From an optimization exercise on the open Yosys and OpenROAD flow, aimed at small area and a short achievable clock period; shortcuts taken in it are not production practice.
Only the layout flow was run in this run; the RTL was not checked for function there.
Power and IR drop assume default switching activity.

[design/flow/run.sh]
#!/bin/bash
# synth_recipe.tcl (not shown) runs the flow's synth.tcl, then flattens the netlist and writes it again
# the make line also repeats each setting of config.mk as NAME=value (left out here)
make -C /OpenROAD-flow-scripts/flow DESIGN_CONFIG=/design/flow/config.mk WORK_HOME=/design/flow/orfs CLKGATE_MAP_FILE= SYNTH_SCRIPT=/design/flow/synth_recipe.tcl finish
[design/flow/config.mk]
export PLATFORM = sky130hd
export DESIGN_NAME = apb_regbank_slave
export DESIGN_NICKNAME = apb_regbank_slave
export VERILOG_FILES = /design/flow/design.v
export SDC_FILE = /design/flow/constraint.sdc
export NUM_CORES = 4
export LEC_CHECK = 0
export CAP_MARGIN = 20
export CORE_MARGIN = 2
export CORE_UTILIZATION = 40
export SETUP_SLACK_MARGIN = 0.5
export SLEW_MARGIN = 20
export SYNTH_HIERARCHICAL = 1
[design/flow/constraint.sdc]
create_clock -name core_clock -period 5.5 [get_ports {apb_clk}]
set_input_delay 1.1000 -clock core_clock [delete_from_list [all_inputs] [get_ports {apb_clk}]]
set_output_delay 1.1000 -clock core_clock [all_outputs]
set_load 0.01 [all_outputs]
[design/flow/design.v]
package apb_pkg;
    typedef enum logic {
        IDLE   = 1'b0,
        ACCESS = 1'b1
    } state_t;
    localparam int unsigned DATA_W          = 32;
    localparam int unsigned ADDR_W          = 8;
    localparam int unsigned WAIT_W          = 4;
    localparam int unsigned PROT_CNT_W      = 8;
    localparam int unsigned WAIT_CFG_OFFSET = 2;
    localparam int unsigned ID_OFFSET       = 1;
    localparam logic [DATA_W-1:0] ID_VALUE_DEFAULT = 32'hA5B0_0001;
endpackage
module apb_rd_mux
#(
    parameter int unsigned N = 32,
    parameter int unsigned W = 32
) (
    input  logic [N-1:0]   sel,
    input  logic [N*W-1:0] din,
    output logic [W-1:0]   dout
);
    always_comb begin
        dout = '0;
        for (int i = 0; i < N; i++) dout = dout | ({W{sel[i]}} & din[i*W +: W]);
    end
endmodule
module apb_regbank_slave
#(
    parameter int unsigned       NUM_REGS     = 32,
    parameter logic [apb_pkg::DATA_W-1:0] ID_VALUE     = apb_pkg::ID_VALUE_DEFAULT,
    parameter int unsigned       WAIT_DEFAULT = 0
) (
    input  logic                  apb_clk,
    input  logic                  sys_reset,
    input  logic                  apb_selx,
    input  logic                  apb_en,
    input  logic                  apb_write,
    input  logic [apb_pkg::ADDR_W-1:0]     apb_addr,
    input  logic [apb_pkg::DATA_W-1:0]     apb_wdata,
    output logic [apb_pkg::DATA_W-1:0]     apb_rdata,
    output logic                  apb_ready,
    output logic                  apb_slverr,
    output logic [apb_pkg::PROT_CNT_W-1:0] prot_err_cnt
);
    localparam int unsigned WAIT_IDX = NUM_REGS - apb_pkg::WAIT_CFG_OFFSET;
    localparam int unsigned ID_IDX   = NUM_REGS - apb_pkg::ID_OFFSET;
    localparam int unsigned GP_REGS  = NUM_REGS - 2;
    logic                         state;
    logic [apb_pkg::ADDR_W-1:0]   cap_addr;
    logic                         cap_write;
    logic [apb_pkg::DATA_W-1:0]   cap_wdata;
    logic [apb_pkg::WAIT_W-1:0]   wait_cfg;
    logic [apb_pkg::DATA_W-1:0]   regs [GP_REGS];
    logic [GP_REGS-1:0]           valid;
    logic [NUM_REGS-1:0]          dec;
    logic                         pend;
    logic                         wait_load, wait_dec, wait_zero;
    logic                         ready_c, hi_addr, addr_err;
    assign wait_load = !state && apb_selx && !apb_en;
    assign wait_dec  = state && apb_selx && apb_en && !wait_zero;
    assign ready_c   = state && apb_selx && apb_en && wait_zero;
    always_ff @(posedge apb_clk or negedge sys_reset) begin
        if (!sys_reset)                  state <= 1'b0;
        else if (wait_load)              state <= 1'b1;
        else if (!apb_selx || ready_c)   state <= 1'b0;
    end
    logic [apb_pkg::WAIT_W-1:0]   wait_cnt;
    always_ff @(posedge apb_clk) begin
        if (wait_load)     wait_cnt <= wait_cfg;
        else if (wait_dec) wait_cnt <= wait_cnt - apb_pkg::WAIT_W'(1);
    end
    assign wait_zero = (wait_cnt == '0);
    always_ff @(posedge apb_clk) begin
        if (wait_load) begin
            cap_addr  <= apb_addr;
            cap_write <= apb_write;
            cap_wdata <= apb_wdata;
        end
    end
    always_comb begin
        for (int i = 0; i < NUM_REGS; i++) dec[i] = (cap_addr[4:0] == 5'(i));
    end
    assign hi_addr  = |cap_addr[apb_pkg::ADDR_W-1:5];
    assign addr_err = hi_addr || (cap_write && dec[ID_IDX]);
    always_ff @(posedge apb_clk or negedge sys_reset) begin
        if (!sys_reset) pend <= 1'b0;
        else            pend <= ready_c && cap_write && !hi_addr && !dec[ID_IDX] && !dec[WAIT_IDX];
    end
    always_ff @(posedge apb_clk or negedge sys_reset) begin
        if (!sys_reset)
            wait_cfg <= apb_pkg::WAIT_W'(WAIT_DEFAULT);
        else if (ready_c && cap_write && !hi_addr && dec[WAIT_IDX])
            wait_cfg <= cap_wdata[apb_pkg::WAIT_W-1:0];
    end
    for (genvar i = 0; i < GP_REGS; i++) begin : g_reg
        always_ff @(posedge apb_clk or negedge sys_reset) begin
            if (!sys_reset)               valid[i] <= 1'b0;
            else if (pend && dec[i])      valid[i] <= 1'b1;
        end
        always_ff @(posedge apb_clk) begin
            if (pend && dec[i]) regs[i] <= cap_wdata;
        end
    end
    logic [NUM_REGS-1:0]                  rd_sel;
    logic [NUM_REGS*apb_pkg::DATA_W-1:0]  rd_din;
    always_comb begin
        for (int i = 0; i < GP_REGS; i++) begin
            rd_sel[i] = !hi_addr && dec[i] && valid[i];
            rd_din[i*apb_pkg::DATA_W +: apb_pkg::DATA_W] = regs[i];
        end
        rd_sel[WAIT_IDX] = !hi_addr && dec[WAIT_IDX];
        rd_din[WAIT_IDX*apb_pkg::DATA_W +: apb_pkg::DATA_W] = apb_pkg::DATA_W'(wait_cfg);
        rd_sel[ID_IDX] = !hi_addr && dec[ID_IDX] && !cap_write;
        rd_din[ID_IDX*apb_pkg::DATA_W +: apb_pkg::DATA_W] = ID_VALUE;
    end
    apb_rd_mux #(.N(NUM_REGS), .W(apb_pkg::DATA_W)) u_rd_mux (
        .sel  (rd_sel),
        .din  (rd_din),
        .dout (apb_rdata)
    );
    assign apb_ready  = ready_c;
    assign apb_slverr = addr_err;
    logic                  violation_c;
    logic [apb_pkg::PROT_CNT_W-1:0] err_cnt;
    assign violation_c = state ? (!apb_selx || apb_write != cap_write || apb_addr != cap_addr)
                               : (apb_selx && apb_en);
    always_ff @(posedge apb_clk or negedge sys_reset) begin
        if (!sys_reset) begin
            err_cnt <= '0;
        end else if (violation_c && err_cnt != '1) begin
            err_cnt <= err_cnt + apb_pkg::PROT_CNT_W'(1);
        end
    end
    assign prot_err_cnt = err_cnt;
endmodule
==> summary.txt <==
Floorplan
  • Die width: 312 microns
  • Core Box Area: between 90000 and 100000 sq um
  • Initial Util: 0.402
  • Placement Rows: 113
  • I/O pins: 87
  • Total die area: 97500 sq um
  • Vert. Die Dim: 312 microns

Min path
  • WHS Endpoint: valid[19]$_DFFE_PN0P_
  • Hold Crit Depth: 1
  • HP Class: flip-flop to flip-flop
  • Hold wc startpoint: valid[19]$_DFFE_PN0P_

Route
  • Routed WL per cell: 31.9 microns
  • 1st-pass router iterations: 5
  • DRC viols: 0
  • Vias: around 22000
  • Vias per cell: 6.06
  • Antenna Nets Post-Route: 0
  • Initial DRC Count: just over 3000
  • Final WL: 116000 microns

Yosys
  • Sequential cell area fraction in the yosys report: 0.823
  • Synthesized flop and latch total: about 1000
  • Post-synth cell types: 38
  • Synth area leaders: edfxtp_1, a22oi_1, dfrtp_1
  • Syn Area/Cell: 18.6 sq um
  • Post-Syn Instances: approximately 2000
  • Post-Syn Area: 38000 sq um
  • Post-synth EDFFs: 1005
  • Share of the synthesized area in the top cell type: 0.794
  • Dominant synthesized flop cell: edfxtp_1
  • Yosys warnings: 9
  • Async SR Flop Fraction: 0.0419
  • Dominant cell type by area after synthesis: edfxtp_1

Setup path
  • Crit path required time: around 4.4 ns
  • FF-to-FF path depth: 3
  • Arrival time at the worst endpoint: 4.05 ns
  • R2r setup slk: 2.28 ns
  • Crit-path max FO: 16
  • Reg2reg end: regs[1][14]$_DFFE_PP_
  • Reg2reg start: cap_addr[4]$_DFFE_PP_
  • Startpoint types: flip-flop
  • Crit end category: output port
  • Kind of critical path: flip-flop to output port
  • CP Launch Point: cap_addr[2]$_DFFE_PP_

Clock tree
  • CTS Root Cell: clkbuf_16
  • Clock buffer depth: 3
  • Reg clk slew, reported paths: 0.07 ns
  • CTS Hold Bufs: 0
  • CTS H-tree depth: 3
  • Worst-skew pair later-pin latency: 0.68 ns
  • CTS tree: yes
  • Inserted Clock Buffers: 103
  • Clock sinks: 1049

Timing
  • Post-Route Setup TNS: 0 ns
  • Period utilisation layout: 0.936
  • Hold Violations, Final: 0
  • Fin crit period: 5.15 ns
  • Pins over their slew limit: 0
  • Slew headroom: 0.229
  • Endpoints failing setup: 0
  • Worst-Margin Slew: approximately 1.2 ns
  • RSZ-0062 raised after global routing: yes
  • F_max: 0.194 GHz
  • Skew final: 0.0380 ns

Final layout
  • Most common cell after layout, fill and taps aside: edfxtp_1
  • Most frequent cells in the layout: edfxtp_1, a22oi_1, nand4_1, clkbuf_16, clkdlybuf4s50_1
  • Register Area: 31300 sq um
  • Layout cells sized above 1: 0.154
  • Layout Nets: 2328
  • Synth-to-Final Area Change: 18.0%
  • Non-Filler Instances: 3639
  • Fill cell count: 7793
  • Post-layout utilization of the core: 0.474
  • Area of the multi-input gates: 6990 sq um

Power and ir drop
  • Worst VDD drop: 0.000237 V
  • Internal power: 12900 uW
  • Switching pwr: 3230 uW
  • Comb pwr share: 0.015
  • Power Density: 361 nW/um^2
  • Seq pwr share: 0.550
  • Switching share of power: 0.200
  • Leakage: 0.0142 uW
  • Clock power frac: 0.435

GRT
  • GRT Util Overall: 0.214
  • First-pass GRT wire length: 150000 microns
  • GRT overflow: 0
  • Largest net degree at the start of global routing: 45
  • Number of global-route vias before repair: 21400
  • Initial antenna violation count: 12

Placed design
  • Placed Cells: 3398
  • RePlAce Congestion: 0.792
  • # port buffers: 86
  • Hpwl dp: 59300 microns

Run
  • Max Cap Violations: 0

Status
  • Status: complete, no violations
-- sequential cells by signal (all words and copies together) (netlist names), 4 cells and up --
register,cells
regs,960
cap_wdata,32
valid,30
cap_addr,8
err_cnt,8
wait_cfg,4
wait_cnt,4
-- layer usage --
metal | track usage | share of wire | vias to the layer above
li1 | - | - | 9084
met1 | 0.276 | 0.37 | 11400
met2 | 0.358 | 0.48 | 1349
met3 | 0.0468 | 0.11 | 268
met4 | 0.0775 | 0.042 | 8
met5 | 0.00338 | 0.00072 | -
-- worst max-delay path by stage --
stage               endpoint
2_1_floorplan  apb_rdata[10]
3_3_place_gp   apb_rdata[20]
3_5_place_dp   apb_rdata[22]
4_1_cts        apb_rdata[28]
5_1_grt        apb_rdata[10]
6_report        apb_rdata[1]
-- power groups by stage --
stage          logic, uW  clock network, uW  registers (uW)
2_1_floorplan       86.0                  0            9020
6_report             238               7030            8890
3_5_place_dp         215                  0            9070
4_1_cts              219               7090            8900
3_3_place_gp         210                  0            9060
5_1_grt              260               7400            8900
-- cell usage after synthesis, types with 2 or more instances --
| cell type | count |
|---|---|
| conb_1 | 2 |
| clkbuf_1 | 55 |
| inv_1 | 4 |
| dfrtp_1 | 44 |
| xor2_1 | 9 |
| mux2_2 | 4 |
| and4_1 | 2 |
| nand4_1 | 132 |
| buf_2 | 38 |
| mux2_1 | 2 |
| edfxtp_1 | 1005 |
| and2_1 | 2 |
| nor4_2 | 3 |
| xnor2_1 | 7 |
| nor4bb_1 | 2 |
| nand2b_1 | 6 |
| nand2_1 | 21 |
| and3_1 | 31 |
| or4_1 | 32 |
| o21ai_0 | 5 |
| or2_2 | 29 |
| nor4_1 | 2 |
| nor3_1 | 9 |
| ha_1 | 3 |
| a22oi_1 | 512 |
| nor2_1 | 45 |
| nand3_1 | 8 |
| buf_6 | 12 |
| nor2b_1 | 3 |
| a21oi_1 | 6 |
-- critical path, cell delays in order (launching register included) --
cell	delay, ns
edfxtp_1	0.54
buf_4	0.19
nand2b_1	0.14
nor3_2	0.57
and3_2	0.77
a22oi_1	0.19
nand4_1	0.23
or4_1	0.20
clkdlybuf4s50_1	0.56
-- logic make-up after synthesis --
logic type / share of synthesized area
other: 0.000198
muxes: 0.00178
AOI/OAI and AO/OA: 0.103
DFF: 0.823
buffers and inverters: 0.0147
and+or+nand+nor: 0.0518
xor gates and xnor gates: 0.00369
adders and majority gates: 0.000988
-- what timing repair did --
action | in CTS | in global routing
endpoints found under the setup margin | 32 | 32
gates cloned | 0 | 19
pin swaps | 0 | 21
buffers inserted | 2 | 19
gates resized for setup | 26 | 18
-- per-stage QoR --
stage / area [sq um] / setup slack [ns] / hold WS [ns] / power [uW]
final: 44800 / 0.355 / 0.476 / 16200
after global placement: 40800 / 0.827 / 0.441 / 9270
after global routing: 44800 / 0.446 / 0.482 / 16600
after detailed placement: 40900 / 0.987 / 0.443 / 9280
after floorplan: 38200 / 2.26 / 0.424 / 9110
after CTS: 44400 / 0.523 / 0.468 / 16200
-- final cells by class --
class,count,area share
flip-flops and latches,1049,0.698
multi-input cells,960,0.156
clock buffers,122,0.0612
well taps,1265,0.0353
repair buffers,162,0.0342
clock inverters,72,0.0148
inverters,4,0.000335
diodes,5,0.000279

==> afterwards: timing with drivers on the ports <==
The flow's constraints put no driver on any port. The routed layout listed below was extracted and timed again, unchanged, in two steps. Step 1 sets driving cells, clkbuf_16 on the clock port and buf_2 on the other inputs (assumed; they add their load-dependent delay and slew). Step 2 adds t to the input delays and takes it off the output delays; t is the mean of the earliest and latest rising clock arrival at the registers after step 1. Input paths then give back, and output paths get back, about the clock's delay inside the block. Three values: ideal ports, drivers, drivers and shift; two values: the first two.
t (ns): 0.718
setup WS [ns]: 0.355 / 0.294 / 1.012
clock arrival spread, ns: 0.039 / 0.040
After both steps setup and hold are still met in this run. For this run, drivers alone change the setup slack by -0.061 ns; drivers and shift together by +0.657 ns.
